Context: an optimization exercise on an open-source flow, tuned for small area and a short achievable clock period. The choices shown serve that exercise and are no tape-out recipe. Only simulation tests tie the RTL to the original design; equivalence was not proved. Power and IR drop assume default switching activity.

$ cat config.mk
export PLATFORM = sky130hd
export DESIGN_NAME = cic_iq_decim
export DESIGN_NICKNAME = cic_iq_decim
export VERILOG_FILES = /design/flow/design.v
export SDC_FILE = /design/flow/constraint.sdc
export NUM_CORES = 4
export LEC_CHECK = 0
export ABC_AREA = 1
export CAP_MARGIN = 20
export CORE_MARGIN = 2
export CORE_UTILIZATION = 40
export CTS_CLUSTER_DIAMETER = 200
export CTS_CLUSTER_SIZE = 25
export SLEW_MARGIN = 20
$ cat constraint.sdc
create_clock -name core_clock -period 9.5 [get_ports {clk}]
set_input_delay 1.9000 -clock core_clock [delete_from_list [all_inputs] [get_ports {clk}]]
set_output_delay 1.9000 -clock core_clock [all_outputs]
set_load 0.01 [all_outputs]
$ cat design.v
module cic_iq_decim #(
  parameter int DIN_W    = 16,
  parameter int DOUT_W   = 16,
  parameter int STAGES   = 4,
  parameter int MAX_RATE = 16,
  parameter int GAIN_W   = 16,
  localparam int RATE_W  = $clog2(MAX_RATE + 1),
  localparam int ACC_W   = DIN_W + STAGES * $clog2(MAX_RATE),
  localparam int SHIFT_W = $clog2(ACC_W)
) (
  input  logic                     clk,
  input  logic                     rst,
  input  logic                     s_axis_data_tvalid,
  input  logic signed [DIN_W-1:0]  s_axis_data_tdata_real,
  input  logic signed [DIN_W-1:0]  s_axis_data_tdata_imag,
  input  logic                     cfg_load,
  input  logic [RATE_W-1:0]        cfg_rate,
  input  logic [SHIFT_W-1:0]       cfg_shift,
  input  logic [GAIN_W-1:0]        cfg_gain,
  output logic                     m_axis_data_tvalid,
  output logic signed [DOUT_W-1:0] m_axis_data_tdata_real,
  output logic signed [DOUT_W-1:0] m_axis_data_tdata_imag
);
  localparam int W   = 8;            
  localparam int L   = 32 / W;       
  localparam int NVV = L + 4;        
  localparam int NFV = L + 8;        
  logic [3:0]  rm1;                  
  logic [4:0]  shift_r;
  logic [15:0] gain_r;
  always_ff @(posedge clk) begin
    if (rst) begin
      rm1     <= 4'd1;
      shift_r <= '0;
      gain_r  <= 16'd16384;
    end else if (cfg_load) begin
      if (cfg_rate < 5'd2)
        rm1 <= 4'd1;
      else if (cfg_rate > 5'd16)
        rm1 <= 4'd15;
      else
        rm1 <= 4'(cfg_rate - 5'd1);
      shift_r <= cfg_shift;
      gain_r  <= cfg_gain;
    end
  end
  logic        flush_q;
  logic        v_q;
  logic [15:0] xr_q, xi_q, xi_d;
  always_ff @(posedge clk) begin
    flush_q <= rst | cfg_load;
    v_q     <= s_axis_data_tvalid;
    xr_q    <= s_axis_data_tvalid ? s_axis_data_tdata_real : 16'd0;
    xi_q    <= s_axis_data_tvalid ? s_axis_data_tdata_imag : 16'd0;
    xi_d    <= flush_q ? 16'd0 : xi_q;
  end
  logic [NVV-1:0] vv;
  assign vv[0] = v_q;
  always_ff @(posedge clk) begin
    if (flush_q) vv[NVV-1:1] <= '0;
    else         vv[NVV-1:1] <= vv[NVV-2:0];
  end
  logic [31:0] xd [2][L];
  assign xd[0][0] = {{16{xr_q[15]}}, xr_q};
  assign xd[1][0] = {{16{xi_d[15]}}, xi_d};
  always_ff @(posedge clk) begin
    for (int c = 0; c < 2; c++)
      for (int j = 1; j < L; j++)
        xd[c][j] <= flush_q ? 32'd0 : xd[c][j-1];
  end
  logic [W-1:0] integ  [2][4][L];
  logic         icar   [2][4][L];   
  logic [W:0]   isum   [2][4][L];
  always_comb begin
    for (int c = 0; c < 2; c++)
      for (int k = 0; k < 4; k++)
        for (int j = 0; j < L; j++)
          isum[c][k][j] = {1'b0, (k == 3 && fv[3 + j + c]) ? {W{1'b0}} : integ[c][k][j]}
                        + {1'b0, (k == 0) ? xd[c][j][j*W +: W]
                                          : (vv[k + j + c] ? integ[c][k-1][j] : {W{1'b0}})}
                        + (W+1)'((j == 0) ? 1'b0 : icar[c][k][j-1]);
  end
  always_ff @(posedge clk) begin
    for (int c = 0; c < 2; c++)
      for (int k = 0; k < 4; k++)
        for (int j = 0; j < L; j++) begin
          integ[c][k][j] <= flush_q ? {W{1'b0}} : isum[c][k][j][W-1:0];
          icar[c][k][j]  <= flush_q ? 1'b0 : isum[c][k][j][W];
        end
  end
  logic [3:0]     cnt;
  logic           fe;
  logic [NFV-1:0] fv;               
  assign fe = v_q & (cnt == rm1);
  always_ff @(posedge clk) begin
    if (flush_q) begin
      cnt <= '0;
      fv  <= '0;
    end else begin
      if (v_q)
        cnt <= fe ? 4'd0 : cnt + 4'd1;
      fv <= {fv[NFV-2:0], fe};
    end
  end
  logic [W-1:0] da  [1:3][L];       
  logic [W-1:0] db  [1:3][L];       
  logic         cbr [1:3][L];       
  logic [W-1:0] cin [1:4][L];       
  logic [W:0]   csum [1:3][L];
  logic [W-1:0] cmid [L];           
  always_comb begin
    for (int j = 0; j < L; j++) begin
      cin[1][j] = fv[4 + j] ? integ[1][3][j] : integ[0][3][j];
      cin[2][j] = cmid[j];
      for (int k = 1; k < 4; k++) begin
        csum[k][j] = {1'b0, cin[k][j]} + {1'b0, ~da[k][j]}
                   + (W+1)'((j == 0) ? 1'b1 : cbr[k][j-1]);
        if (k != 1)
          cin[k+1][j] = csum[k][j][W-1:0];
      end
    end
  end
  always_ff @(posedge clk) begin
    for (int j = 0; j < L; j++) begin
      cmid[j] <= csum[1][j][W-1:0];
      for (int k = 1; k < 4; k++) begin
        cbr[k][j] <= csum[k][j][W];
        if (flush_q) begin
          da[k][j] <= '0;
          db[k][j] <= '0;
        end else if (k < 2 ? (fv[3 + j] | fv[4 + j]) : (fv[4 + j] | fv[5 + j])) begin
          da[k][j] <= db[k][j];
          db[k][j] <= cin[k][j];
        end
      end
    end
  end
  logic [W-1:0] dsk [L][L];
  logic [31:0]  z;
  always_ff @(posedge clk) begin
    for (int j = 0; j < L; j++) begin
      dsk[j][0] <= cin[4][j];
      for (int d = 1; d < L - j; d++)
        dsk[j][d] <= dsk[j][d-1];
    end
  end
  always_comb
    for (int j = 0; j < L; j++)
      z[j*W +: W] = dsk[j][L-1-j];
  logic [30:0] ur;
  always_ff @(posedge clk)
    ur <= 31'(($signed({z, 1'b0})) >>> shift_r);
  logic [17:0] g3;
  always_ff @(posedge clk)
    g3 <= {2'b0, gain_r} + {1'b0, gain_r, 1'b0};
  logic bneg0, bs1_0, bs2_0, bs3_0, bs4_0;
  logic [17:0] bm0;
  logic bneg1, bs1_1, bs2_1, bs3_1, bs4_1;
  logic [17:0] bm1;
  logic bneg2, bs1_2, bs2_2, bs3_2, bs4_2;
  logic [17:0] bm2;
  logic bneg3, bs1_3, bs2_3, bs3_3, bs4_3;
  logic [17:0] bm3;
  logic bneg4, bs1_4, bs2_4, bs3_4, bs4_4;
  logic [17:0] bm4;
  logic bneg5, bs1_5, bs2_5, bs3_5, bs4_5;
  logic [17:0] bm5;
  logic bneg6, bs1_6, bs2_6, bs3_6, bs4_6;
  logic [17:0] bm6;
  logic bneg7, bs1_7, bs2_7, bs3_7, bs4_7;
  logic [17:0] bm7;
  logic bneg8, bs1_8, bs2_8, bs3_8, bs4_8;
  logic [17:0] bm8;
  logic bneg9, bs1_9, bs2_9, bs3_9, bs4_9;
  logic [17:0] bm9;
  logic ma0_s1, ma0_c2;
  logic ma0_s3, ma0_c4;
  logic ma0_s5, ma0_c6;
  logic ma0_s7, ma0_c8;
  logic ma0_s9, ma0_c10;
  logic ma0_s11, ma0_c12;
  logic ma0_s13, ma0_c14;
  logic ma0_s15, ma0_c16;
  logic ma0_s17, ma0_c18;
  logic ma0_s19, ma0_c20;
  logic ma0_s21, ma0_c22;
  logic ma0_s23, ma0_c24;
  logic ma0_s25, ma0_c26;
  logic ma0_s27, ma0_c28;
  logic ma0_s29, ma0_c30;
  logic ma0_s31, ma0_c32;
  logic ma0_s33, ma0_c34;
  logic ma0_s35, ma0_c36;
  logic ma0_s37, ma0_c38;
  logic ma0_s39, ma0_c40;
  logic ma0_s41, ma0_c42;
  logic ma0_s43, ma0_c44;
  logic ma0_s45, ma0_c46;
  logic ma0_s47, ma0_c48;
  logic ma0_s49, ma0_c50;
  logic ma0_s51, ma0_c52;
  logic ma0_s53, ma0_c54;
  logic ma1_s55, ma1_c56;
  logic ma1_s57, ma1_c58;
  logic ma1_s59, ma1_c60;
  logic ma1_s61, ma1_c62;
  logic ma1_s63, ma1_c64;
  logic ma1_s65, ma1_c66;
  logic ma1_s67, ma1_c68;
  logic ma1_s69, ma1_c70;
  logic ma1_s71, ma1_c72;
  logic ma1_s73, ma1_c74;
  logic ma1_s75, ma1_c76;
  logic ma1_s77, ma1_c78;
  logic ma1_s79, ma1_c80;
  logic ma1_s81, ma1_c82;
  logic ma1_s83, ma1_c84;
  logic ma1_s85, ma1_c86;
  logic ma1_s87, ma1_c88;
  logic ma1_s89, ma1_c90;
  logic ma1_s91, ma1_c92;
  logic ma1_s93, ma1_c94;
  logic ma1_s95, ma1_c96;
  logic ma1_s97, ma1_c98;
  logic ma1_s99, ma1_c100;
  logic ma1_s101, ma1_c102;
  logic ma1_s103, ma1_c104;
  logic ma1_s105, ma1_c106;
  logic ma1_s107, ma1_c108;
  logic ma1_s109, ma1_c110;
  logic ma1_s111, ma1_c112;
  logic ma1_s113, ma1_c114;
  logic ma1_s115, ma1_c116;
  logic ma1_s117, ma1_c118;
  logic ma1_s119, ma1_c120;
  logic ma1_s121, ma1_c122;
  logic ma1_s123, ma1_c124;
  logic ma1_s125, ma1_c126;
  logic ma1_s127, ma1_c128;
  logic ma1_s129, ma1_c130;
  logic ma1_s131, ma1_c132;
  logic [29:0] mr0;
  logic [29:0] mr1;
  logic [29:0] mr2;
  logic [29:0] mr3;
  logic mb0_s133, mb0_c134;
  logic mb0_s135, mb0_c136;
  logic mb0_s137, mb0_c138;
  logic mb0_s139, mb0_c140;
  logic mb0_s141, mb0_c142;
  logic mb0_s143, mb0_c144;
  logic mb0_s145, mb0_c146;
  logic mb0_s147, mb0_c148;
  logic mb0_s149, mb0_c150;
  logic mb0_s151, mb0_c152;
  logic mb0_s153, mb0_c154;
  logic mb0_s155, mb0_c156;
  logic mb0_s157, mb0_c158;
  logic mb0_s159, mb0_c160;
  logic mb0_s161, mb0_c162;
  logic mb0_s163, mb0_c164;
  logic mb0_s165, mb0_c166;
  logic mb0_s167, mb0_c168;
  logic mb0_s169, mb0_c170;
  logic mb0_s171, mb0_c172;
  logic mb0_s173, mb0_c174;
  logic mb0_s175, mb0_c176;
  logic mb0_s177, mb0_c178;
  logic mb0_s179, mb0_c180;
  logic mb1_s181, mb1_c182;
  logic mb1_s183, mb1_c184;
  logic mb1_s185, mb1_c186;
  logic mb1_s187, mb1_c188;
  logic mb1_s189, mb1_c190;
  logic mb1_s191, mb1_c192;
  logic mb1_s193, mb1_c194;
  logic mb1_s195, mb1_c196;
  logic mb1_s197, mb1_c198;
  logic mb1_s199, mb1_c200;
  logic mb1_s201, mb1_c202;
  logic mb1_s203, mb1_c204;
  logic mb1_s205, mb1_c206;
  logic mb1_s207, mb1_c208;
  logic mb1_s209, mb1_c210;
  logic mb1_s211, mb1_c212;
  logic mb1_s213, mb1_c214;
  logic mb1_s215, mb1_c216;
  logic mb1_s217, mb1_c218;
  logic mb1_s219, mb1_c220;
  logic mb1_s221, mb1_c222;
  logic mb1_s223, mb1_c224;
  logic mb1_s225, mb1_c226;
  logic mb1_s227, mb1_c228;
  logic mb1_s229, mb1_c230;
  logic mb1_s231, mb1_c232;
  logic mb1_s233, mb1_c234;
  logic [29:0] mx, my;
  logic [29:0] psum;
  logic [15:0] p;
  assign bneg0 = ur[3];
  assign bs1_0 = ur[3] ? (ur[2] & (ur[1] ^ ur[0])) : (~ur[2] & (ur[1] ^ ur[0]));
  assign bs2_0 = (~ur[2] & ur[1] & ur[0]) | (ur[2] & ~ur[1] & ~ur[0]);
  assign bs3_0 = ur[3] ? (~ur[2] & (ur[1] ^ ur[0])) : (ur[2] & (ur[1] ^ ur[0]));
  assign bs4_0 = ur[3] ? (~ur[2] & ~ur[1] & ~ur[0]) : (ur[2] & ur[1] & ur[0]);
  assign bm0 = (({18{bs1_0}} & {2'b0, gain_r}) | ({18{bs2_0}} & {1'b0, gain_r, 1'b0}) | ({18{bs3_0}} & g3) | ({18{bs4_0}} & {gain_r, 2'b0})) ^ {18{bneg0}};
  assign bneg1 = ur[6];
  assign bs1_1 = ur[6] ? (ur[5] & (ur[4] ^ ur[3])) : (~ur[5] & (ur[4] ^ ur[3]));
  assign bs2_1 = (~ur[5] & ur[4] & ur[3]) | (ur[5] & ~ur[4] & ~ur[3]);
  assign bs3_1 = ur[6] ? (~ur[5] & (ur[4] ^ ur[3])) : (ur[5] & (ur[4] ^ ur[3]));
  assign bs4_1 = ur[6] ? (~ur[5] & ~ur[4] & ~ur[3]) : (ur[5] & ur[4] & ur[3]);
  assign bm1 = (({18{bs1_1}} & {2'b0, gain_r}) | ({18{bs2_1}} & {1'b0, gain_r, 1'b0}) | ({18{bs3_1}} & g3) | ({18{bs4_1}} & {gain_r, 2'b0})) ^ {18{bneg1}};
  assign bneg2 = ur[9];
  assign bs1_2 = ur[9] ? (ur[8] & (ur[7] ^ ur[6])) : (~ur[8] & (ur[7] ^ ur[6]));
  assign bs2_2 = (~ur[8] & ur[7] & ur[6]) | (ur[8] & ~ur[7] & ~ur[6]);
  assign bs3_2 = ur[9] ? (~ur[8] & (ur[7] ^ ur[6])) : (ur[8] & (ur[7] ^ ur[6]));
  assign bs4_2 = ur[9] ? (~ur[8] & ~ur[7] & ~ur[6]) : (ur[8] & ur[7] & ur[6]);
  assign bm2 = (({18{bs1_2}} & {2'b0, gain_r}) | ({18{bs2_2}} & {1'b0, gain_r, 1'b0}) | ({18{bs3_2}} & g3) | ({18{bs4_2}} & {gain_r, 2'b0})) ^ {18{bneg2}};
  assign bneg3 = ur[12];
  assign bs1_3 = ur[12] ? (ur[11] & (ur[10] ^ ur[9])) : (~ur[11] & (ur[10] ^ ur[9]));
  assign bs2_3 = (~ur[11] & ur[10] & ur[9]) | (ur[11] & ~ur[10] & ~ur[9]);
  assign bs3_3 = ur[12] ? (~ur[11] & (ur[10] ^ ur[9])) : (ur[11] & (ur[10] ^ ur[9]));
  assign bs4_3 = ur[12] ? (~ur[11] & ~ur[10] & ~ur[9]) : (ur[11] & ur[10] & ur[9]);
  assign bm3 = (({18{bs1_3}} & {2'b0, gain_r}) | ({18{bs2_3}} & {1'b0, gain_r, 1'b0}) | ({18{bs3_3}} & g3) | ({18{bs4_3}} & {gain_r, 2'b0})) ^ {18{bneg3}};
  assign bneg4 = ur[15];
  assign bs1_4 = ur[15] ? (ur[14] & (ur[13] ^ ur[12])) : (~ur[14] & (ur[13] ^ ur[12]));
  assign bs2_4 = (~ur[14] & ur[13] & ur[12]) | (ur[14] & ~ur[13] & ~ur[12]);
  assign bs3_4 = ur[15] ? (~ur[14] & (ur[13] ^ ur[12])) : (ur[14] & (ur[13] ^ ur[12]));
  assign bs4_4 = ur[15] ? (~ur[14] & ~ur[13] & ~ur[12]) : (ur[14] & ur[13] & ur[12]);
  assign bm4 = (({18{bs1_4}} & {2'b0, gain_r}) | ({18{bs2_4}} & {1'b0, gain_r, 1'b0}) | ({18{bs3_4}} & g3) | ({18{bs4_4}} & {gain_r, 2'b0})) ^ {18{bneg4}};
  assign bneg5 = ur[18];
  assign bs1_5 = ur[18] ? (ur[17] & (ur[16] ^ ur[15])) : (~ur[17] & (ur[16] ^ ur[15]));
  assign bs2_5 = (~ur[17] & ur[16] & ur[15]) | (ur[17] & ~ur[16] & ~ur[15]);
  assign bs3_5 = ur[18] ? (~ur[17] & (ur[16] ^ ur[15])) : (ur[17] & (ur[16] ^ ur[15]));
  assign bs4_5 = ur[18] ? (~ur[17] & ~ur[16] & ~ur[15]) : (ur[17] & ur[16] & ur[15]);
  assign bm5 = (({18{bs1_5}} & {2'b0, gain_r}) | ({18{bs2_5}} & {1'b0, gain_r, 1'b0}) | ({18{bs3_5}} & g3) | ({18{bs4_5}} & {gain_r, 2'b0})) ^ {18{bneg5}};
  assign bneg6 = ur[21];
  assign bs1_6 = ur[21] ? (ur[20] & (ur[19] ^ ur[18])) : (~ur[20] & (ur[19] ^ ur[18]));
  assign bs2_6 = (~ur[20] & ur[19] & ur[18]) | (ur[20] & ~ur[19] & ~ur[18]);
  assign bs3_6 = ur[21] ? (~ur[20] & (ur[19] ^ ur[18])) : (ur[20] & (ur[19] ^ ur[18]));
  assign bs4_6 = ur[21] ? (~ur[20] & ~ur[19] & ~ur[18]) : (ur[20] & ur[19] & ur[18]);
  assign bm6 = (({18{bs1_6}} & {2'b0, gain_r}) | ({18{bs2_6}} & {1'b0, gain_r, 1'b0}) | ({18{bs3_6}} & g3) | ({18{bs4_6}} & {gain_r, 2'b0})) ^ {18{bneg6}};
  assign bneg7 = ur[24];
  assign bs1_7 = ur[24] ? (ur[23] & (ur[22] ^ ur[21])) : (~ur[23] & (ur[22] ^ ur[21]));
  assign bs2_7 = (~ur[23] & ur[22] & ur[21]) | (ur[23] & ~ur[22] & ~ur[21]);
  assign bs3_7 = ur[24] ? (~ur[23] & (ur[22] ^ ur[21])) : (ur[23] & (ur[22] ^ ur[21]));
  assign bs4_7 = ur[24] ? (~ur[23] & ~ur[22] & ~ur[21]) : (ur[23] & ur[22] & ur[21]);
  assign bm7 = (({18{bs1_7}} & {2'b0, gain_r}) | ({18{bs2_7}} & {1'b0, gain_r, 1'b0}) | ({18{bs3_7}} & g3) | ({18{bs4_7}} & {gain_r, 2'b0})) ^ {18{bneg7}};
  assign bneg8 = ur[27];
  assign bs1_8 = ur[27] ? (ur[26] & (ur[25] ^ ur[24])) : (~ur[26] & (ur[25] ^ ur[24]));
  assign bs2_8 = (~ur[26] & ur[25] & ur[24]) | (ur[26] & ~ur[25] & ~ur[24]);
  assign bs3_8 = ur[27] ? (~ur[26] & (ur[25] ^ ur[24])) : (ur[26] & (ur[25] ^ ur[24]));
  assign bs4_8 = ur[27] ? (~ur[26] & ~ur[25] & ~ur[24]) : (ur[26] & ur[25] & ur[24]);
  assign bm8 = (({18{bs1_8}} & {2'b0, gain_r}) | ({18{bs2_8}} & {1'b0, gain_r, 1'b0}) | ({18{bs3_8}} & g3) | ({18{bs4_8}} & {gain_r, 2'b0})) ^ {18{bneg8}};
  assign bneg9 = ur[30];
  assign bs1_9 = ur[30] ? (ur[29] & (ur[28] ^ ur[27])) : (~ur[29] & (ur[28] ^ ur[27]));
  assign bs2_9 = (~ur[29] & ur[28] & ur[27]) | (ur[29] & ~ur[28] & ~ur[27]);
  assign bs3_9 = ur[30] ? (~ur[29] & (ur[28] ^ ur[27])) : (ur[29] & (ur[28] ^ ur[27]));
  assign bs4_9 = ur[30] ? (~ur[29] & ~ur[28] & ~ur[27]) : (ur[29] & ur[28] & ur[27]);
  assign bm9 = (({18{bs1_9}} & {2'b0, gain_r}) | ({18{bs2_9}} & {1'b0, gain_r, 1'b0}) | ({18{bs3_9}} & g3) | ({18{bs4_9}} & {gain_r, 2'b0})) ^ {18{bneg9}};
  assign ma0_s1 = bm0[15] ^ bm1[12];
  assign ma0_c2 = bm0[15] & bm1[12];
  assign ma0_s3 = bm0[16] ^ bm1[13];
  assign ma0_c4 = bm0[16] & bm1[13];
  assign ma0_s5 = bm0[17] ^ bm1[14];
  assign ma0_c6 = bm0[17] & bm1[14];
  assign ma0_s7 = ~bneg0 ^ bm1[15] ^ bm2[12];
  assign ma0_c8 = (~bneg0 & bm1[15]) | (~bneg0 & bm2[12]) | (bm1[15] & bm2[12]);
  assign ma0_s9 = bm3[9] ^ bm4[6] ^ bm5[3];
  assign ma0_c10 = (bm3[9] & bm4[6]) | (bm3[9] & bm5[3]) | (bm4[6] & bm5[3]);
  assign ma0_s11 = bm1[16] ^ bm2[13] ^ bm3[10];
  assign ma0_c12 = (bm1[16] & bm2[13]) | (bm1[16] & bm3[10]) | (bm2[13] & bm3[10]);
  assign ma0_s13 = bm4[7] ^ bm5[4];
  assign ma0_c14 = bm4[7] & bm5[4];
  assign ma0_s15 = bm1[17] ^ bm2[14] ^ bm3[11];
  assign ma0_c16 = (bm1[17] & bm2[14]) | (bm1[17] & bm3[11]) | (bm2[14] & bm3[11]);
  assign ma0_s17 = bm4[8] ^ bm5[5];
  assign ma0_c18 = bm4[8] & bm5[5];
  assign ma0_s19 = ~bneg1 ^ bm2[15] ^ bm3[12];
  assign ma0_c20 = (~bneg1 & bm2[15]) | (~bneg1 & bm3[12]) | (bm2[15] & bm3[12]);
  assign ma0_s21 = bm4[9] ^ bm5[6] ^ bm6[3];
  assign ma0_c22 = (bm4[9] & bm5[6]) | (bm4[9] & bm6[3]) | (bm5[6] & bm6[3]);
  assign ma0_s23 = bm2[16] ^ bm3[13] ^ bm4[10];
  assign ma0_c24 = (bm2[16] & bm3[13]) | (bm2[16] & bm4[10]) | (bm3[13] & bm4[10]);
  assign ma0_s25 = bm5[7] ^ bm6[4];
  assign ma0_c26 = bm5[7] & bm6[4];
  assign ma0_s27 = bm2[17] ^ bm3[14] ^ bm4[11];
  assign ma0_c28 = (bm2[17] & bm3[14]) | (bm2[17] & bm4[11]) | (bm3[14] & bm4[11]);
  assign ma0_s29 = bm5[8] ^ bm6[5];
  assign ma0_c30 = bm5[8] & bm6[5];
  assign ma0_s31 = ~bneg2 ^ bm3[15] ^ bm4[12];
  assign ma0_c32 = (~bneg2 & bm3[15]) | (~bneg2 & bm4[12]) | (bm3[15] & bm4[12]);
  assign ma0_s33 = bm5[9] ^ bm6[6] ^ bm7[3];
  assign ma0_c34 = (bm5[9] & bm6[6]) | (bm5[9] & bm7[3]) | (bm6[6] & bm7[3]);
  assign ma0_s35 = bm3[16] ^ bm4[13] ^ bm5[10];
  assign ma0_c36 = (bm3[16] & bm4[13]) | (bm3[16] & bm5[10]) | (bm4[13] & bm5[10]);
  assign ma0_s37 = bm6[7] ^ bm7[4];
  assign ma0_c38 = bm6[7] & bm7[4];
  assign ma0_s39 = bm3[17] ^ bm4[14] ^ bm5[11];
  assign ma0_c40 = (bm3[17] & bm4[14]) | (bm3[17] & bm5[11]) | (bm4[14] & bm5[11]);
  assign ma0_s41 = bm6[8] ^ bm7[5];
  assign ma0_c42 = bm6[8] & bm7[5];
  assign ma0_s43 = ~bneg3 ^ bm4[15] ^ bm5[12];
  assign ma0_c44 = (~bneg3 & bm4[15]) | (~bneg3 & bm5[12]) | (bm4[15] & bm5[12]);
  assign ma0_s45 = bm6[9] ^ bm7[6] ^ bm8[3];
  assign ma0_c46 = (bm6[9] & bm7[6]) | (bm6[9] & bm8[3]) | (bm7[6] & bm8[3]);
  assign ma0_s47 = bm4[16] ^ bm5[13] ^ bm6[10];
  assign ma0_c48 = (bm4[16] & bm5[13]) | (bm4[16] & bm6[10]) | (bm5[13] & bm6[10]);
  assign ma0_s49 = bm7[7] ^ bm8[4];
  assign ma0_c50 = bm7[7] & bm8[4];
  assign ma0_s51 = bm4[17] ^ bm5[14] ^ bm6[11];
  assign ma0_c52 = (bm4[17] & bm5[14]) | (bm4[17] & bm6[11]) | (bm5[14] & bm6[11]);
  assign ma0_s53 = bm7[8] ^ bm8[5];
  assign ma0_c54 = bm7[8] & bm8[5];
  assign ma1_s55 = bm0[9] ^ bm1[6];
  assign ma1_c56 = bm0[9] & bm1[6];
  assign ma1_s57 = bm0[10] ^ bm1[7];
  assign ma1_c58 = bm0[10] & bm1[7];
  assign ma1_s59 = bm0[11] ^ bm1[8];
  assign ma1_c60 = bm0[11] & bm1[8];
  assign ma1_s61 = bm0[12] ^ bm1[9] ^ bm2[6];
  assign ma1_c62 = (bm0[12] & bm1[9]) | (bm0[12] & bm2[6]) | (bm1[9] & bm2[6]);
  assign ma1_s63 = bm3[3] ^ bm4[0];
  assign ma1_c64 = bm3[3] & bm4[0];
  assign ma1_s65 = bm0[13] ^ bm1[10] ^ bm2[7];
  assign ma1_c66 = (bm0[13] & bm1[10]) | (bm0[13] & bm2[7]) | (bm1[10] & bm2[7]);
  assign ma1_s67 = bm3[4] ^ bm4[1] ^ 1'b1;
  assign ma1_c68 = (bm3[4] & bm4[1]) | (bm3[4] & 1'b1) | (bm4[1] & 1'b1);
  assign ma1_s69 = bm0[14] ^ bm1[11] ^ bm2[8];
  assign ma1_c70 = (bm0[14] & bm1[11]) | (bm0[14] & bm2[8]) | (bm1[11] & bm2[8]);
  assign ma1_s71 = bm3[5] ^ bm4[2];
  assign ma1_c72 = bm3[5] & bm4[2];
  assign ma1_s73 = ma0_s1 ^ bm2[9] ^ bm3[6];
  assign ma1_c74 = (ma0_s1 & bm2[9]) | (ma0_s1 & bm3[6]) | (bm2[9] & bm3[6]);
  assign ma1_s75 = bm4[3] ^ bm5[0] ^ bneg5;
  assign ma1_c76 = (bm4[3] & bm5[0]) | (bm4[3] & bneg5) | (bm5[0] & bneg5);
  assign ma1_s77 = ma0_s3 ^ bm2[10] ^ bm3[7];
  assign ma1_c78 = (ma0_s3 & bm2[10]) | (ma0_s3 & bm3[7]) | (bm2[10] & bm3[7]);
  assign ma1_s79 = bm4[4] ^ bm5[1] ^ ma0_c2;
  assign ma1_c80 = (bm4[4] & bm5[1]) | (bm4[4] & ma0_c2) | (bm5[1] & ma0_c2);
  assign ma1_s81 = ma0_s5 ^ bm2[11] ^ bm3[8];
  assign ma1_c82 = (ma0_s5 & bm2[11]) | (ma0_s5 & bm3[8]) | (bm2[11] & bm3[8]);
  assign ma1_s83 = bm4[5] ^ bm5[2] ^ ma0_c4;
  assign ma1_c84 = (bm4[5] & bm5[2]) | (bm4[5] & ma0_c4) | (bm5[2] & ma0_c4);
  assign ma1_s85 = ma0_s7 ^ ma0_s9 ^ bm6[0];
  assign ma1_c86 = (ma0_s7 & ma0_s9) | (ma0_s7 & bm6[0]) | (ma0_s9 & bm6[0]);
  assign ma1_s87 = bneg6 ^ 1'b1 ^ ma0_c6;
  assign ma1_c88 = (bneg6 & 1'b1) | (bneg6 & ma0_c6) | (1'b1 & ma0_c6);
  assign ma1_s89 = ma0_s11 ^ ma0_s13 ^ bm6[1];
  assign ma1_c90 = (ma0_s11 & ma0_s13) | (ma0_s11 & bm6[1]) | (ma0_s13 & bm6[1]);
  assign ma1_s91 = 1'b1 ^ ma0_c8 ^ ma0_c10;
  assign ma1_c92 = (1'b1 & ma0_c8) | (1'b1 & ma0_c10) | (ma0_c8 & ma0_c10);
  assign ma1_s93 = ma0_s15 ^ ma0_s17 ^ bm6[2];
  assign ma1_c94 = (ma0_s15 & ma0_s17) | (ma0_s15 & bm6[2]) | (ma0_s17 & bm6[2]);
  assign ma1_s95 = 1'b1 ^ ma0_c12 ^ ma0_c14;
  assign ma1_c96 = (1'b1 & ma0_c12) | (1'b1 & ma0_c14) | (ma0_c12 & ma0_c14);
  assign ma1_s97 = ma0_s19 ^ ma0_s21 ^ bm7[0];
  assign ma1_c98 = (ma0_s19 & ma0_s21) | (ma0_s19 & bm7[0]) | (ma0_s21 & bm7[0]);
  assign ma1_s99 = bneg7 ^ ma0_c16 ^ ma0_c18;
  assign ma1_c100 = (bneg7 & ma0_c16) | (bneg7 & ma0_c18) | (ma0_c16 & ma0_c18);
  assign ma1_s101 = ma0_s23 ^ ma0_s25 ^ bm7[1];
  assign ma1_c102 = (ma0_s23 & ma0_s25) | (ma0_s23 & bm7[1]) | (ma0_s25 & bm7[1]);
  assign ma1_s103 = 1'b1 ^ ma0_c20 ^ ma0_c22;
  assign ma1_c104 = (1'b1 & ma0_c20) | (1'b1 & ma0_c22) | (ma0_c20 & ma0_c22);
  assign ma1_s105 = ma0_s27 ^ ma0_s29 ^ bm7[2];
  assign ma1_c106 = (ma0_s27 & ma0_s29) | (ma0_s27 & bm7[2]) | (ma0_s29 & bm7[2]);
  assign ma1_s107 = 1'b1 ^ ma0_c24 ^ ma0_c26;
  assign ma1_c108 = (1'b1 & ma0_c24) | (1'b1 & ma0_c26) | (ma0_c24 & ma0_c26);
  assign ma1_s109 = ma0_s31 ^ ma0_s33 ^ bm8[0];
  assign ma1_c110 = (ma0_s31 & ma0_s33) | (ma0_s31 & bm8[0]) | (ma0_s33 & bm8[0]);
  assign ma1_s111 = bneg8 ^ ma0_c28 ^ ma0_c30;
  assign ma1_c112 = (bneg8 & ma0_c28) | (bneg8 & ma0_c30) | (ma0_c28 & ma0_c30);
  assign ma1_s113 = ma0_s35 ^ ma0_s37 ^ bm8[1];
  assign ma1_c114 = (ma0_s35 & ma0_s37) | (ma0_s35 & bm8[1]) | (ma0_s37 & bm8[1]);
  assign ma1_s115 = 1'b1 ^ ma0_c32 ^ ma0_c34;
  assign ma1_c116 = (1'b1 & ma0_c32) | (1'b1 & ma0_c34) | (ma0_c32 & ma0_c34);
  assign ma1_s117 = ma0_s39 ^ ma0_s41 ^ bm8[2];
  assign ma1_c118 = (ma0_s39 & ma0_s41) | (ma0_s39 & bm8[2]) | (ma0_s41 & bm8[2]);
  assign ma1_s119 = 1'b1 ^ ma0_c36 ^ ma0_c38;
  assign ma1_c120 = (1'b1 & ma0_c36) | (1'b1 & ma0_c38) | (ma0_c36 & ma0_c38);
  assign ma1_s121 = ma0_s43 ^ ma0_s45 ^ bm9[0];
  assign ma1_c122 = (ma0_s43 & ma0_s45) | (ma0_s43 & bm9[0]) | (ma0_s45 & bm9[0]);
  assign ma1_s123 = bneg9 ^ ma0_c40 ^ ma0_c42;
  assign ma1_c124 = (bneg9 & ma0_c40) | (bneg9 & ma0_c42) | (ma0_c40 & ma0_c42);
  assign ma1_s125 = ma0_s47 ^ ma0_s49 ^ bm9[1];
  assign ma1_c126 = (ma0_s47 & ma0_s49) | (ma0_s47 & bm9[1]) | (ma0_s49 & bm9[1]);
  assign ma1_s127 = 1'b1 ^ ma0_c44 ^ ma0_c46;
  assign ma1_c128 = (1'b1 & ma0_c44) | (1'b1 & ma0_c46) | (ma0_c44 & ma0_c46);
  assign ma1_s129 = ma0_s51 ^ ma0_s53 ^ bm9[2];
  assign ma1_c130 = (ma0_s51 & ma0_s53) | (ma0_s51 & bm9[2]) | (ma0_s53 & bm9[2]);
  assign ma1_s131 = 1'b1 ^ ma0_c48 ^ ma0_c50;
  assign ma1_c132 = (1'b1 & ma0_c48) | (1'b1 & ma0_c50) | (ma0_c48 & ma0_c50);
  assign mb0_s133 = mr0[6] ^ mr1[6];
  assign mb0_c134 = mr0[6] & mr1[6];
  assign mb0_s135 = mr0[7] ^ mr1[7];
  assign mb0_c136 = mr0[7] & mr1[7];
  assign mb0_s137 = mr0[8] ^ mr1[8];
  assign mb0_c138 = mr0[8] & mr1[8];
  assign mb0_s139 = mr0[9] ^ mr1[9] ^ mr2[9];
  assign mb0_c140 = (mr0[9] & mr1[9]) | (mr0[9] & mr2[9]) | (mr1[9] & mr2[9]);
  assign mb0_s141 = mr0[10] ^ mr1[10] ^ mr2[10];
  assign mb0_c142 = (mr0[10] & mr1[10]) | (mr0[10] & mr2[10]) | (mr1[10] & mr2[10]);
  assign mb0_s143 = mr0[11] ^ mr1[11] ^ mr2[11];
  assign mb0_c144 = (mr0[11] & mr1[11]) | (mr0[11] & mr2[11]) | (mr1[11] & mr2[11]);
  assign mb0_s145 = mr0[12] ^ mr1[12] ^ mr2[12];
  assign mb0_c146 = (mr0[12] & mr1[12]) | (mr0[12] & mr2[12]) | (mr1[12] & mr2[12]);
  assign mb0_s147 = mr0[13] ^ mr1[13] ^ mr2[13];
  assign mb0_c148 = (mr0[13] & mr1[13]) | (mr0[13] & mr2[13]) | (mr1[13] & mr2[13]);
  assign mb0_s149 = mr0[14] ^ mr1[14] ^ mr2[14];
  assign mb0_c150 = (mr0[14] & mr1[14]) | (mr0[14] & mr2[14]) | (mr1[14] & mr2[14]);
  assign mb0_s151 = mr0[15] ^ mr1[15] ^ mr2[15];
  assign mb0_c152 = (mr0[15] & mr1[15]) | (mr0[15] & mr2[15]) | (mr1[15] & mr2[15]);
  assign mb0_s153 = mr0[16] ^ mr1[16] ^ mr2[16];
  assign mb0_c154 = (mr0[16] & mr1[16]) | (mr0[16] & mr2[16]) | (mr1[16] & mr2[16]);
  assign mb0_s155 = mr0[17] ^ mr1[17] ^ mr2[17];
  assign mb0_c156 = (mr0[17] & mr1[17]) | (mr0[17] & mr2[17]) | (mr1[17] & mr2[17]);
  assign mb0_s157 = mr0[18] ^ mr1[18] ^ mr2[18];
  assign mb0_c158 = (mr0[18] & mr1[18]) | (mr0[18] & mr2[18]) | (mr1[18] & mr2[18]);
  assign mb0_s159 = mr0[19] ^ mr1[19] ^ mr2[19];
  assign mb0_c160 = (mr0[19] & mr1[19]) | (mr0[19] & mr2[19]) | (mr1[19] & mr2[19]);
  assign mb0_s161 = mr0[20] ^ mr1[20] ^ mr2[20];
  assign mb0_c162 = (mr0[20] & mr1[20]) | (mr0[20] & mr2[20]) | (mr1[20] & mr2[20]);
  assign mb0_s163 = mr0[21] ^ mr1[21] ^ mr2[21];
  assign mb0_c164 = (mr0[21] & mr1[21]) | (mr0[21] & mr2[21]) | (mr1[21] & mr2[21]);
  assign mb0_s165 = mr0[22] ^ mr1[22] ^ mr2[22];
  assign mb0_c166 = (mr0[22] & mr1[22]) | (mr0[22] & mr2[22]) | (mr1[22] & mr2[22]);
  assign mb0_s167 = mr0[23] ^ mr1[23] ^ mr2[23];
  assign mb0_c168 = (mr0[23] & mr1[23]) | (mr0[23] & mr2[23]) | (mr1[23] & mr2[23]);
  assign mb0_s169 = mr0[24] ^ mr1[24] ^ mr2[24];
  assign mb0_c170 = (mr0[24] & mr1[24]) | (mr0[24] & mr2[24]) | (mr1[24] & mr2[24]);
  assign mb0_s171 = mr0[25] ^ mr1[25] ^ mr2[25];
  assign mb0_c172 = (mr0[25] & mr1[25]) | (mr0[25] & mr2[25]) | (mr1[25] & mr2[25]);
  assign mb0_s173 = mr0[26] ^ mr1[26] ^ mr2[26];
  assign mb0_c174 = (mr0[26] & mr1[26]) | (mr0[26] & mr2[26]) | (mr1[26] & mr2[26]);
  assign mb0_s175 = mr0[27] ^ mr1[27] ^ mr2[27];
  assign mb0_c176 = (mr0[27] & mr1[27]) | (mr0[27] & mr2[27]) | (mr1[27] & mr2[27]);
  assign mb0_s177 = mr0[28] ^ mr1[28] ^ mr2[28];
  assign mb0_c178 = (mr0[28] & mr1[28]) | (mr0[28] & mr2[28]) | (mr1[28] & mr2[28]);
  assign mb0_s179 = mr0[29] ^ mr1[29] ^ mr2[29];
  assign mb0_c180 = (mr0[29] & mr1[29]) | (mr0[29] & mr2[29]) | (mr1[29] & mr2[29]);
  assign mb1_s181 = mr0[3] ^ mr1[3];
  assign mb1_c182 = mr0[3] & mr1[3];
  assign mb1_s183 = mr0[4] ^ mr1[4];
  assign mb1_c184 = mr0[4] & mr1[4];
  assign mb1_s185 = mr0[5] ^ mr1[5];
  assign mb1_c186 = mr0[5] & mr1[5];
  assign mb1_s187 = mb0_s133 ^ mr2[6] ^ mr3[6];
  assign mb1_c188 = (mb0_s133 & mr2[6]) | (mb0_s133 & mr3[6]) | (mr2[6] & mr3[6]);
  assign mb1_s189 = mb0_s135 ^ mr2[7] ^ mb0_c134;
  assign mb1_c190 = (mb0_s135 & mr2[7]) | (mb0_s135 & mb0_c134) | (mr2[7] & mb0_c134);
  assign mb1_s191 = mb0_s137 ^ mr2[8] ^ mb0_c136;
  assign mb1_c192 = (mb0_s137 & mr2[8]) | (mb0_s137 & mb0_c136) | (mr2[8] & mb0_c136);
  assign mb1_s193 = mb0_s139 ^ mr3[9] ^ mb0_c138;
  assign mb1_c194 = (mb0_s139 & mr3[9]) | (mb0_s139 & mb0_c138) | (mr3[9] & mb0_c138);
  assign mb1_s195 = mb0_s141 ^ mr3[10] ^ mb0_c140;
  assign mb1_c196 = (mb0_s141 & mr3[10]) | (mb0_s141 & mb0_c140) | (mr3[10] & mb0_c140);
  assign mb1_s197 = mb0_s143 ^ mr3[11] ^ mb0_c142;
  assign mb1_c198 = (mb0_s143 & mr3[11]) | (mb0_s143 & mb0_c142) | (mr3[11] & mb0_c142);
  assign mb1_s199 = mb0_s145 ^ mr3[12] ^ mb0_c144;
  assign mb1_c200 = (mb0_s145 & mr3[12]) | (mb0_s145 & mb0_c144) | (mr3[12] & mb0_c144);
  assign mb1_s201 = mb0_s147 ^ mr3[13] ^ mb0_c146;
  assign mb1_c202 = (mb0_s147 & mr3[13]) | (mb0_s147 & mb0_c146) | (mr3[13] & mb0_c146);
  assign mb1_s203 = mb0_s149 ^ mr3[14] ^ mb0_c148;
  assign mb1_c204 = (mb0_s149 & mr3[14]) | (mb0_s149 & mb0_c148) | (mr3[14] & mb0_c148);
  assign mb1_s205 = mb0_s151 ^ mr3[15] ^ mb0_c150;
  assign mb1_c206 = (mb0_s151 & mr3[15]) | (mb0_s151 & mb0_c150) | (mr3[15] & mb0_c150);
  assign mb1_s207 = mb0_s153 ^ mr3[16] ^ mb0_c152;
  assign mb1_c208 = (mb0_s153 & mr3[16]) | (mb0_s153 & mb0_c152) | (mr3[16] & mb0_c152);
  assign mb1_s209 = mb0_s155 ^ mr3[17] ^ mb0_c154;
  assign mb1_c210 = (mb0_s155 & mr3[17]) | (mb0_s155 & mb0_c154) | (mr3[17] & mb0_c154);
  assign mb1_s211 = mb0_s157 ^ mr3[18] ^ mb0_c156;
  assign mb1_c212 = (mb0_s157 & mr3[18]) | (mb0_s157 & mb0_c156) | (mr3[18] & mb0_c156);
  assign mb1_s213 = mb0_s159 ^ mr3[19] ^ mb0_c158;
  assign mb1_c214 = (mb0_s159 & mr3[19]) | (mb0_s159 & mb0_c158) | (mr3[19] & mb0_c158);
  assign mb1_s215 = mb0_s161 ^ mr3[20] ^ mb0_c160;
  assign mb1_c216 = (mb0_s161 & mr3[20]) | (mb0_s161 & mb0_c160) | (mr3[20] & mb0_c160);
  assign mb1_s217 = mb0_s163 ^ mr3[21] ^ mb0_c162;
  assign mb1_c218 = (mb0_s163 & mr3[21]) | (mb0_s163 & mb0_c162) | (mr3[21] & mb0_c162);
  assign mb1_s219 = mb0_s165 ^ mr3[22] ^ mb0_c164;
  assign mb1_c220 = (mb0_s165 & mr3[22]) | (mb0_s165 & mb0_c164) | (mr3[22] & mb0_c164);
  assign mb1_s221 = mb0_s167 ^ mr3[23] ^ mb0_c166;
  assign mb1_c222 = (mb0_s167 & mr3[23]) | (mb0_s167 & mb0_c166) | (mr3[23] & mb0_c166);
  assign mb1_s223 = mb0_s169 ^ mr3[24] ^ mb0_c168;
  assign mb1_c224 = (mb0_s169 & mr3[24]) | (mb0_s169 & mb0_c168) | (mr3[24] & mb0_c168);
  assign mb1_s225 = mb0_s171 ^ mr3[25] ^ mb0_c170;
  assign mb1_c226 = (mb0_s171 & mr3[25]) | (mb0_s171 & mb0_c170) | (mr3[25] & mb0_c170);
  assign mb1_s227 = mb0_s173 ^ mr3[26] ^ mb0_c172;
  assign mb1_c228 = (mb0_s173 & mr3[26]) | (mb0_s173 & mb0_c172) | (mr3[26] & mb0_c172);
  assign mb1_s229 = mb0_s175 ^ mr3[27] ^ mb0_c174;
  assign mb1_c230 = (mb0_s175 & mr3[27]) | (mb0_s175 & mb0_c174) | (mr3[27] & mb0_c174);
  assign mb1_s231 = mb0_s177 ^ mr3[28] ^ mb0_c176;
  assign mb1_c232 = (mb0_s177 & mr3[28]) | (mb0_s177 & mb0_c176) | (mr3[28] & mb0_c176);
  assign mb1_s233 = mb0_s179 ^ mr3[29] ^ mb0_c178;
  assign mb1_c234 = (mb0_s179 & mr3[29]) | (mb0_s179 & mb0_c178) | (mr3[29] & mb0_c178);
  assign mx[0] = mr0[0];
  assign my[0] = mr1[0];
  assign mx[1] = mr0[1];
  assign my[1] = 1'b0;
  assign mx[2] = mr0[2];
  assign my[2] = 1'b0;
  assign mx[3] = mb1_s181;
  assign my[3] = mr2[3];
  assign mx[4] = mb1_s183;
  assign my[4] = mb1_c182;
  assign mx[5] = mb1_s185;
  assign my[5] = mb1_c184;
  assign mx[6] = mb1_s187;
  assign my[6] = mb1_c186;
  assign mx[7] = mb1_s189;
  assign my[7] = mb1_c188;
  assign mx[8] = mb1_s191;
  assign my[8] = mb1_c190;
  assign mx[9] = mb1_s193;
  assign my[9] = mb1_c192;
  assign mx[10] = mb1_s195;
  assign my[10] = mb1_c194;
  assign mx[11] = mb1_s197;
  assign my[11] = mb1_c196;
  assign mx[12] = mb1_s199;
  assign my[12] = mb1_c198;
  assign mx[13] = mb1_s201;
  assign my[13] = mb1_c200;
  assign mx[14] = mb1_s203;
  assign my[14] = mb1_c202;
  assign mx[15] = mb1_s205;
  assign my[15] = mb1_c204;
  assign mx[16] = mb1_s207;
  assign my[16] = mb1_c206;
  assign mx[17] = mb1_s209;
  assign my[17] = mb1_c208;
  assign mx[18] = mb1_s211;
  assign my[18] = mb1_c210;
  assign mx[19] = mb1_s213;
  assign my[19] = mb1_c212;
  assign mx[20] = mb1_s215;
  assign my[20] = mb1_c214;
  assign mx[21] = mb1_s217;
  assign my[21] = mb1_c216;
  assign mx[22] = mb1_s219;
  assign my[22] = mb1_c218;
  assign mx[23] = mb1_s221;
  assign my[23] = mb1_c220;
  assign mx[24] = mb1_s223;
  assign my[24] = mb1_c222;
  assign mx[25] = mb1_s225;
  assign my[25] = mb1_c224;
  assign mx[26] = mb1_s227;
  assign my[26] = mb1_c226;
  assign mx[27] = mb1_s229;
  assign my[27] = mb1_c228;
  assign mx[28] = mb1_s231;
  assign my[28] = mb1_c230;
  assign mx[29] = mb1_s233;
  assign my[29] = mb1_c232;
  assign psum = mx + my;
  assign p = psum[29:14];
  always_ff @(posedge clk) begin
    mr0[0] <= bm0[0];
    mr1[0] <= bneg0;
    mr2[0] <= 1'b0;
    mr3[0] <= 1'b0;
    mr0[1] <= bm0[1];
    mr1[1] <= 1'b0;
    mr2[1] <= 1'b0;
    mr3[1] <= 1'b0;
    mr0[2] <= bm0[2];
    mr1[2] <= 1'b0;
    mr2[2] <= 1'b0;
    mr3[2] <= 1'b0;
    mr0[3] <= bm0[3];
    mr1[3] <= bm1[0];
    mr2[3] <= bneg1;
    mr3[3] <= 1'b0;
    mr0[4] <= bm0[4];
    mr1[4] <= bm1[1];
    mr2[4] <= 1'b0;
    mr3[4] <= 1'b0;
    mr0[5] <= bm0[5];
    mr1[5] <= bm1[2];
    mr2[5] <= 1'b0;
    mr3[5] <= 1'b0;
    mr0[6] <= bm0[6];
    mr1[6] <= bm1[3];
    mr2[6] <= bm2[0];
    mr3[6] <= bneg2;
    mr0[7] <= bm0[7];
    mr1[7] <= bm1[4];
    mr2[7] <= bm2[1];
    mr3[7] <= 1'b0;
    mr0[8] <= bm0[8];
    mr1[8] <= bm1[5];
    mr2[8] <= bm2[2];
    mr3[8] <= 1'b0;
    mr0[9] <= ma1_s55;
    mr1[9] <= bm2[3];
    mr2[9] <= bm3[0];
    mr3[9] <= bneg3;
    mr0[10] <= ma1_s57;
    mr1[10] <= bm2[4];
    mr2[10] <= bm3[1];
    mr3[10] <= ma1_c56;
    mr0[11] <= ma1_s59;
    mr1[11] <= bm2[5];
    mr2[11] <= bm3[2];
    mr3[11] <= ma1_c58;
    mr0[12] <= ma1_s61;
    mr1[12] <= ma1_s63;
    mr2[12] <= bneg4;
    mr3[12] <= ma1_c60;
    mr0[13] <= ma1_s65;
    mr1[13] <= ma1_s67;
    mr2[13] <= ma1_c62;
    mr3[13] <= ma1_c64;
    mr0[14] <= ma1_s69;
    mr1[14] <= ma1_s71;
    mr2[14] <= ma1_c66;
    mr3[14] <= ma1_c68;
    mr0[15] <= ma1_s73;
    mr1[15] <= ma1_s75;
    mr2[15] <= ma1_c70;
    mr3[15] <= ma1_c72;
    mr0[16] <= ma1_s77;
    mr1[16] <= ma1_s79;
    mr2[16] <= ma1_c74;
    mr3[16] <= ma1_c76;
    mr0[17] <= ma1_s81;
    mr1[17] <= ma1_s83;
    mr2[17] <= ma1_c78;
    mr3[17] <= ma1_c80;
    mr0[18] <= ma1_s85;
    mr1[18] <= ma1_s87;
    mr2[18] <= ma1_c82;
    mr3[18] <= ma1_c84;
    mr0[19] <= ma1_s89;
    mr1[19] <= ma1_s91;
    mr2[19] <= ma1_c86;
    mr3[19] <= ma1_c88;
    mr0[20] <= ma1_s93;
    mr1[20] <= ma1_s95;
    mr2[20] <= ma1_c90;
    mr3[20] <= ma1_c92;
    mr0[21] <= ma1_s97;
    mr1[21] <= ma1_s99;
    mr2[21] <= ma1_c94;
    mr3[21] <= ma1_c96;
    mr0[22] <= ma1_s101;
    mr1[22] <= ma1_s103;
    mr2[22] <= ma1_c98;
    mr3[22] <= ma1_c100;
    mr0[23] <= ma1_s105;
    mr1[23] <= ma1_s107;
    mr2[23] <= ma1_c102;
    mr3[23] <= ma1_c104;
    mr0[24] <= ma1_s109;
    mr1[24] <= ma1_s111;
    mr2[24] <= ma1_c106;
    mr3[24] <= ma1_c108;
    mr0[25] <= ma1_s113;
    mr1[25] <= ma1_s115;
    mr2[25] <= ma1_c110;
    mr3[25] <= ma1_c112;
    mr0[26] <= ma1_s117;
    mr1[26] <= ma1_s119;
    mr2[26] <= ma1_c114;
    mr3[26] <= ma1_c116;
    mr0[27] <= ma1_s121;
    mr1[27] <= ma1_s123;
    mr2[27] <= ma1_c118;
    mr3[27] <= ma1_c120;
    mr0[28] <= ma1_s125;
    mr1[28] <= ma1_s127;
    mr2[28] <= ma1_c122;
    mr3[28] <= ma1_c124;
    mr0[29] <= ma1_s129;
    mr1[29] <= ma1_s131;
    mr2[29] <= ma1_c126;
    mr3[29] <= ma1_c128;
  end
  always_ff @(posedge clk) begin
    m_axis_data_tdata_real <= m_axis_data_tdata_imag;
    m_axis_data_tdata_imag <= p;
    m_axis_data_tvalid <= fv[L + 7] & ~flush_q & ~rst & ~cfg_load;
  end
endmodule
$ cat flow/run.sh
#!/bin/bash
# Standard ORFS layout, with repair_timing asked to reach a larger setup slack than the
# constraint needs (the SDC is unchanged), and plain buffers on the ports.
# Each tool's output stays in orfs/logs/; make's output goes to standard.log.
set -euo pipefail
cd "$(dirname "$0")/.."
export SETUP_SLACK_MARGIN=${MARGIN:-6.5}
export BUFFER_PORTS_ARGS="-buffer_cell sky130_fd_sc_hd__buf_1"
bash standard.sh > standard.log 2>&1
$ cat standard.sh
#!/bin/bash
# synth_recipe.tcl (not shown) runs the flow's synth.tcl, then flattens the netlist and writes it again
# the make line also repeats each setting of config.mk as NAME=value (left out here)
make -C /OpenROAD-flow-scripts/flow DESIGN_CONFIG=/design/flow/config.mk WORK_HOME=/design/flow/orfs CLKGATE_MAP_FILE= SYNTH_SCRIPT=/design/flow/synth_recipe.tcl "${@:-finish}"
==> results of run 1 <==
-- what timing repair did --
action	CTS	global route
pin swaps	2	4
endpoints found under the setup margin	91	110
setup buffers	4	21
cloned	0	8
gates resized for setup	89	53
hold buffers	0	0
-- path summary, 6_finish.rpt --
path                                           startpoint                          to  slack, ns  cells past startpoint
worst max register to register                    mr0[27]  m_axis_data_tdata_imag[14]       6.52                      8
worst min-delay path                            dsk[5][1]                   dsk[6][1]       0.33                      0
worst max-delay path            m_axis_data_tdata_imag[0]   m_axis_data_tdata_imag[0]       6.51                      1
worst min register to register                  dsk[5][1]                   dsk[6][1]       0.33                      0
-- state kept, by name, summed over array words and instances, names as in the netlist, 18 cells and up --
register	flops
cmid	32
da	96
db	96
dsk	80
g3	18
icar	24
integ	256
mr0	30
mr1	28
mr2	25
mr3	22
ur	31
xd	20
-- metal layers --
layer | vias to the layer above | global-route usage, % | wire (um)
li1 | 20300 | - | -
met1 | 17900 | 22.3 | 50700
met2 | 771 | 32.9 | 56400
met3 | 216 | 1.61 | 3980
met4 | 0 | 5.98 | 4530
met5 | - | 0 | 0
-- metrics by stage --
step	setup slack (ns)	cell area, um^2	power [mW]
floorplan	6.79	48800	8.02
global placement	5.75	50300	9.61
detailed placement	5.72	50300	9.67
CTS	6.43	51700	11.8
global route	6.45	52000	12.7
finish	6.51	52100	11.9
-- placed cells by master (no fill, tap or decap), types with 8 or more instances in the layout --
cell,count
sky130_fd_sc_hd__dfxtp_2,32
sky130_fd_sc_hd__nor2_1,561
sky130_fd_sc_hd__inv_1,992
sky130_fd_sc_hd__a21o_1,20
sky130_fd_sc_hd__clkinvlp_4,15
sky130_fd_sc_hd__nand2_1,921
sky130_fd_sc_hd__buf_6,22
sky130_fd_sc_hd__o21ai_1,15
sky130_fd_sc_hd__o21ai_0,605
sky130_fd_sc_hd__dfxtp_4,8
sky130_fd_sc_hd__buf_4,44
sky130_fd_sc_hd__buf_1,60
sky130_fd_sc_hd__o311ai_0,15
sky130_fd_sc_hd__o211ai_1,15
sky130_fd_sc_hd__ha_1,381
sky130_fd_sc_hd__nor3_1,27
sky130_fd_sc_hd__xnor2_1,29
sky130_fd_sc_hd__clkbuf_16,43
sky130_fd_sc_hd__xor2_1,212
sky130_fd_sc_hd__fa_1,158
sky130_fd_sc_hd__o22ai_1,194
sky130_fd_sc_hd__a221oi_1,15
sky130_fd_sc_hd__nand4_1,32
sky130_fd_sc_hd__buf_2,12
sky130_fd_sc_hd__nand2_2,14
sky130_fd_sc_hd__a21oi_1,584
sky130_fd_sc_hd__a221oi_2,12
sky130_fd_sc_hd__a31oi_1,22
sky130_fd_sc_hd__o21bai_1,20
sky130_fd_sc_hd__dfxtp_1,858
sky130_fd_sc_hd__nand3_1,182
-- area by class of cell --
type	instances	area (um^2)
Antenna cell	3	7.51
Clock buffer	45	1090
Clock inverter	1	8.76
Fill cell	12400	69300
Inverter	1022	3910
Multi-Input combinational cell	4124	26000
Sequential cell	898	18000
Tap cell	1625	2030
Timing Repair Buffer	140	883
Timing Repair inverter	8	42.5
-- cell families after synthesis --
| logic type | count (synthesis) | share of synthesized area [%] |
|---|---|---|
| adder cells (fa/ha/maj) | 541 | 16.3 |
| flip-flops | 898 | 36.8 |
| buffers and inverters | 1260 | 10.1 |
| AO/OA/AOI/OAI | 1572 | 17.8 |
| XOR/XNOR | 242 | 4.36 |
| multiplexers | 5 | 0.103 |
| AND/OR/NAND/NOR | 1764 | 14.5 |
-- power by group through the flow --
stage	logic [mW]	registers (mW)	clock network, mW
after CTS	5.20	4.49	2.16
final	5.33	4.49	2.05
after global placement	5.05	4.56	0
after detailed placement	5.10	4.56	0
after floorplan	3.56	4.47	0
after global routing	5.89	4.53	2.27
==> impl_metrics.json, run 1 <==
{
  "io_pins": 95,
  "setup-tns-final_ns": 0,
  "drt-wirelength-per-cell_um": 14.7,
  "detail_route.iter0.violations": 2262,
  "instances_no_fill": 7866,
  "hold_slack_ns": 0.327,
  "grt_start_max_net_pins": 177,
  "final_ant_viol_nets": 0,
  "max_slew_violations": 0,
  "netSwitchingPower_mw": 4.89,
  "sort_of_element_at_the_start_of_the_critical_path": "register",
  "dp.cells": 7784,
  "number_of_vias_per_cell": 4.99,
  "syn_area_per_cell_um2": 7.77,
  "global_route.overflow_total": 0,
  "yosysTopAreaCellShare_pct": 36.8,
  "rsz0062_at_grt": "yes",
  "synth-edff-count": 0,
  "min-delay-path-class": "register to register",
  "cell_by_cell_trace_of_the_critical_path": "buf_6",
  "share_of_total_power_consumed_by_net_switching_pct": 41.2,
  "dr.pass1.iters": 8,
  "slowest_stage": "sky130_fd_sc_hd__dfxtp_2",
  "die-width_um": 353,
  "synth_warnings": 12,
  "final_core_utilization_pct": 42.9,
  "clk_latency_ns": 0.65,
  "worst_ir_drop_vdd_mv": 0.309,
  "synth.top_cells.by_area": "sky130_fd_sc_hd__dfxtp_1 37%, sky130_fd_sc_hd__ha_1 9.8%, sky130_fd_sc_hd__inv_1 7.7%, sky130_fd_sc_hd__nand2_1 7.1%, sky130_fd_sc_hd__fa_1 6.5%",
  "yosysUniqueCellTypes": 61,
  "tritoncts": "built",
  "critical_path.max_fanout": 2,
  "cts.root.buffer_cell": "sky130_fd_sc_hd__clkbuf_16",
  "data_required_time_at_the_worst_endpoint_ns": 7.60,
  "netlist.top_cell.by_area": "sky130_fd_sc_hd__dfxtp_1",
  "clkTransAtPathRegs_ns": 0.10,
  "layout-area-overhead-vs-synth_pct": 6.62,
  "path_class": "register to output pin",
  "final_nets": 6838,
  "grt_antenna_before_repair": 1,
  "final.setup_skew_ns": 0.0320,
  "core-area_um2": 121000,
  "finalCritPeriodShare_pct": 31.5,
  "routabilityCongestion": 0.918,
  "post-synth-top-count-cell": "sky130_fd_sc_hd__inv_1",
  "maxSlewHeadroom_pct": 27.2,
  "initial_utilization_pct": 40.2,
  "synthesis.nets": 6885,
  "total_leakage_power_nw": 24.2,
  "cts_buffers": 41,
  "synthesis.area_um2": 48800,
  "postSynth.topFlopCell": "sky130_fd_sc_hd__dfxtp_1",
  "max_freq_ghz": 0.335,
  "critical_path_buf_inv_count": 1,
  "num_rows": 128,
  "post_route_cells_drive_above_1_share_pct": 4.28,
  "synth.cells.most_frequent": "1003 x sky130_fd_sc_hd__inv_1, 925 x sky130_fd_sc_hd__nand2_1, 898 x sky130_fd_sc_hd__dfxtp_1",
  "netlist_instances": 6282,
  "dp_hpwl_um": 84300,
  "outcome": "timing/DRC/antenna clean",
  "max_cap_violations": 0,
  "clock_power_share_pct": 17.3,
  "numPortBuffers": 94,
  "seq_power_share_pct": 37.8,
  "cp.arrival_ns": 1.09,
  "ys_ff_latch": 898,
  "drcViolationCount": 0,
  "ctsHtreeMaxLevel": 2,
  "worst_path_dominant_cell_family": "flip-flops",
  "first_pass_grt_wire_length_um": 189000,
  "yosysSeqAreaShare_pct": 36.8,
  "p_per_area_nw_per_um2": 228,
  "ys_async_sr_fraction_pct": 0,
  "cell_internal_power_mw": 6.98,
  "worst_pin_slew_ns": 1.09,
  "clockBufferDepth": 3,
  "clock_sink_count": 898,
  "part_of_the_total_power_dissipated_in_combinational_logic_pct": 44.9,
  "die_area_um2": 125000,
  "fp.dieH_um": 353,
  "endpoints_failing_setup": 0,
  "first_global_vias": 37500,
  "finalHoldViolCount": 0,
  "detailroute.via_count": 39200,
  "grt_use_total_pct": 18.1,
  "drt_wl_total_um": 116000,
  "timing.critical_path.slowest_cell_delay_ns": 0.36,
  "final_period_minus_worst_setup_slack_ns": 2.99,
  "timing.critical_path.to_type": "output pin"
}
==> run 2: changes to the inputs <==
--- a/config.mk
+++ b/config.mk
@@ -11,4 +11,4 @@
 export CORE_UTILIZATION = 40
 export CTS_CLUSTER_DIAMETER = 200
-export CTS_CLUSTER_SIZE = 25
+export CTS_CLUSTER_SIZE = 28
 export SLEW_MARGIN = 20
==> run 2 against run 1 <==
Against the previous run: combinational power about the same; routed wire length about the same; sequential share of layout area about the same; utilization about the same; first-iteration DRC count increased by 9.2%; fmax decreased by 0.80%; via count about the same; worst setup slack got worse by 0.024 ns; largest power group unchanged.
==> impl_metrics.json, run 2 <==
{
  "fp.dieH_um": 353,
  "num_rows": 128,
  "grt_use_total_pct": 18.1,
  "core-area_um2": 121000,
  "initial_utilization_pct": 40.2,
  "synth.top_cells.by_area": "sky130_fd_sc_hd__dfxtp_1 37%, sky130_fd_sc_hd__ha_1 9.8%, sky130_fd_sc_hd__inv_1 7.7%, sky130_fd_sc_hd__nand2_1 7.1%, sky130_fd_sc_hd__fa_1 6.5%",
  "post-place-ws_ns": 5.72,
  "hold_slack_ns": 0.331,
  "setup-tns-final_ns": 0,
  "synth.cells.most_frequent": "1003 x sky130_fd_sc_hd__inv_1, 925 x sky130_fd_sc_hd__nand2_1, 898 x sky130_fd_sc_hd__dfxtp_1",
  "ys_ff_latch": 898,
  "top_library_cells_by_usage_in_the_layout_fill_and_taps_aside": "992 x sky130_fd_sc_hd__inv_1, 920 x sky130_fd_sc_hd__nand2_1, 858 x sky130_fd_sc_hd__dfxtp_1",
  "routabilityCongestion": 0.918,
  "detailroute.via_count": 39200,
  "worst_pin_slew_ns": 1.08,
  "grt_start_max_net_pins": 177,
  "path_class": "register to output pin",
  "dp_hpwl_um": 84300,
  "yosysTopAreaCellShare_pct": 36.8,
  "tritoncts": "built",
  "drcViolationCount": 0,
  "layout-area-overhead-vs-synth_pct": 6.50,
  "netSwitchingPower_mw": 4.90,
  "data_required_time_at_the_worst_endpoint_ns": 7.60,
  "ys_async_sr_fraction_pct": 0,
  "max_cap_violations": 0,
  "total_leakage_power_nw": 24.2,
  "slowest_stage": "sky130_fd_sc_hd__dfxtp_2",
  "max_freq_ghz": 0.332,
  "met2_wirelength_um": 55700,
  "die_area_um2": 125000,
  "maxSlewHeadroom_pct": 28.2,
  "cts_buffers": 38,
  "route.layer.met1.wl_um": 50500,
  "yosys.area_share.simple_pct": 14.5,
  "syn_area_per_cell_um2": 7.77,
  "antenna_cells": 0,
  "cts.root.buffer_cell": "sky130_fd_sc_hd__clkbuf_16",
  "synthXorXnorAreaFrac_pct": 4.36,
  "post-synth-top-count-cell": "sky130_fd_sc_hd__inv_1",
  "final.setup_skew_ns": 0.0405,
  "drt-wirelength-per-cell_um": 14.7,
  "critical_path_buf_inv_count": 1,
  "clockBufferDepth": 3,
  "share_of_total_power_consumed_by_net_switching_pct": 41.5,
  "seq_power_share_pct": 38.0,
  "drt_wl_total_um": 116000,
  "final_ant_viol_nets": 0,
  "part_of_the_total_power_dissipated_in_combinational_logic_pct": 45.2,
  "grt_antenna_before_repair": 1,
  "route.top_layer_used": "met4",
  "clkTransAtPathRegs_ns": 0.11,
  "placed_cell_area_um2": 50300,
  "endpoints_failing_setup": 0,
  "post-layout-total-power_mw": 11.8,
  "max_slew_violations": 0,
  "cell_by_cell_trace_of_the_critical_path": "buf_6",
  "post_synth_fa_ha_maj_area_fraction_pct": 16.3,
  "io_pins": 95,
  "cp.arrival_ns": 1.11,
  "dr.pass1.iters": 6,
  "yosysSeqAreaShare_pct": 36.8,
  "clock_sink_count": 898,
  "post-route-cell-area_um2": 52000,
  "yosysUniqueCellTypes": 61,
  "post_route_cells_drive_above_1_share_pct": 4.30,
  "synth_warnings": 12,
  "hold_fix_buffers_cts": 0,
  "ctsHtreeMaxLevel": 2,
  "fin_ws_ns": 6.49,
  "synth-edff-count": 0,
  "timing.critical_path.slowest_cell_delay_ns": 0.37,
  "final_nets": 6838,
  "numPortBuffers": 94,
  "dominant_combinational_cell_family_by_area_after_synthesis": "compound AO/OA/AOI/OAI gates",
  "first_global_vias": 37500,
  "largest_register_ff_count": 256,
  "critical_path.max_fanout": 2,
  "synthesis.area_um2": 48800,
  "worst_path_dominant_cell_family": "flip-flops",
  "layout_commonest_cell": "sky130_fd_sc_hd__inv_1",
  "rsz0062_at_grt": "yes",
  "met3_length_um": 4480,
  "global_route.overflow_total": 0,
  "outcome": "timing/DRC/antenna clean",
  "p_per_area_nw_per_um2": 227,
  "max_flop_register": "integ",
  "number_of_vias_per_cell": 4.99,
  "synth_compound_gate_area_share_pct": 17.8,
  "postSynth.topFlopCell": "sky130_fd_sc_hd__dfxtp_1",
  "final_core_utilization_pct": 42.8,
  "worst_ir_drop_vdd_mv": 0.309,
  "netlist_instances": 6282,
  "detail_route.iter0.violations": 2469,
  "synth.area.mux_share_pct": 0.103,
  "clk_latency_ns": 0.65,
  "cell_internal_power_mw": 6.90,
  "min-delay-path-class": "register to register",
  "layout_top_registers": "integ: 256 flops, da: 96 flops, db: 96 flops",
  "dp.cells": 7784,
  "finalHoldViolCount": 0,
  "finalCritPeriodShare_pct": 31.7,
  "first_pass_grt_wire_length_um": 188000,
  "timing.critical_path.to_type": "output pin",
  "netlist.top_cell.by_area": "sky130_fd_sc_hd__dfxtp_1",
  "final_period_minus_worst_setup_slack_ns": 3.01,
  "sort_of_element_at_the_start_of_the_critical_path": "register",
  "die-width_um": 353,
  "instances_no_fill": 7862,
  "synthesis.nets": 6885,
  "clock_power_share_pct": 16.8
}
run 2: cell counts after synthesis:
No cell type changed its count.
run 2: area by class of cell:
type                    count  area (um^2)
clock buffers              39          955
repair inverters            9         47.5
inverters                1022         3910
repair buffers            142          898
well taps                1625         2030
clock inverters             3         66.3
multi-input cells        4124        26000
flip-flops and latches    898        18000
fillers                 12400        69400
run 2: cells by family after synthesis:
logic type	count (synthesis)
AO/OA/AOI/OAI	1572
XOR/XNOR	242
adder cells (fa/ha/maj)	541
buffers and inverters	1260
flip-flops	898
multiplexers	5
AND/OR/NAND/NOR	1764
run 2: metal layers:
layer	GRT usage, %	vias to the layer above
li1	-	20300
met1	22.2	17900
met2	32.8	782
met3	1.95	242
met4	5.84	0
met5	0	-
run 2: worst reg2reg max path, cell delays in order, from the launching register on:
cell and delay, ns:
sky130_fd_sc_hd__dfxtp_1 0.35, sky130_fd_sc_hd__fa_1 0.58, sky130_fd_sc_hd__fa_1 0.42, sky130_fd_sc_hd__ha_1 0.43, sky130_fd_sc_hd__a21oi_1 0.48, sky130_fd_sc_hd__o211ai_1 0.21, sky130_fd_sc_hd__a21oi_1 0.16, sky130_fd_sc_hd__nand2_1 0.08
sky130_fd_sc_hd__xor2_1 0.14
run 2: timing repair:
| action | in CTS | in global routing |
|---|---|---|
| pin swaps | 2 | 4 |
| cloned | 0 | 9 |
| resized for setup | 90 | 53 |
| setup endpoints to repair | 91 | 110 |
| buffers inserted | 4 | 23 |
run 2: final timing paths:
path,startpoint,end,slack (ns),cells past startpoint
worst max-delay path,m_axis_data_tdata_imag[0],m_axis_data_tdata_imag[0],6.49,1
worst min-delay path,dsk[1][0],dsk[2][0],0.33,0
worst max register to register,mr0[27],m_axis_data_tdata_imag[14],6.54,8
worst min register to register,dsk[1][0],dsk[2][0],0.33,0
run 2: power groups by stage:
stage	combinational, mW	clock [mW]	sequential [mW]
after floorplan	3.56	0	4.47
after global placement	5.05	0	4.56
after detailed placement	5.10	0	4.56
after CTS	5.20	2.08	4.49
after global routing	5.89	2.19	4.53
final	5.33	1.98	4.49

## port drivers added, routing unchanged
Ports are ideal in the flow. The routed layouts listed here were re-timed in OpenROAD. Step 1 (the two cells are an assumption about what drives the block):
set clk [get_ports {clk}]
set_driving_cell -lib_cell sky130_fd_sc_hd__clkbuf_16 $clk
set_driving_cell -lib_cell sky130_fd_sc_hd__buf_2 [delete_from_list [all_inputs] $clk]
Step 2 adds t to the input delays and takes it off the output delays; t is the mean of the earliest and latest rising clock arrival at the registers after step 1. Input paths then give back, and output paths get back, about the clock's delay inside the block. Slacks: no drivers / after step 1 / after step 2; pairs: no drivers / after step 1.
| run | shift t [ns] | setup slack, ns | worst hold slack (ns) |
|---|---|---|---|
| run 1 | 0.699 | 6.511 / 6.445 / 6.149 | 0.327 / 0.327 / 0.327 |
| run 2 | 0.703 | 6.487 / 6.420 / 6.157 | 0.331 / 0.331 / 0.331 |
After both steps setup and hold are still met in every run listed. For run 1, which loses most, drivers alone change the setup slack by -0.066 ns; drivers and shift together by -0.362 ns.
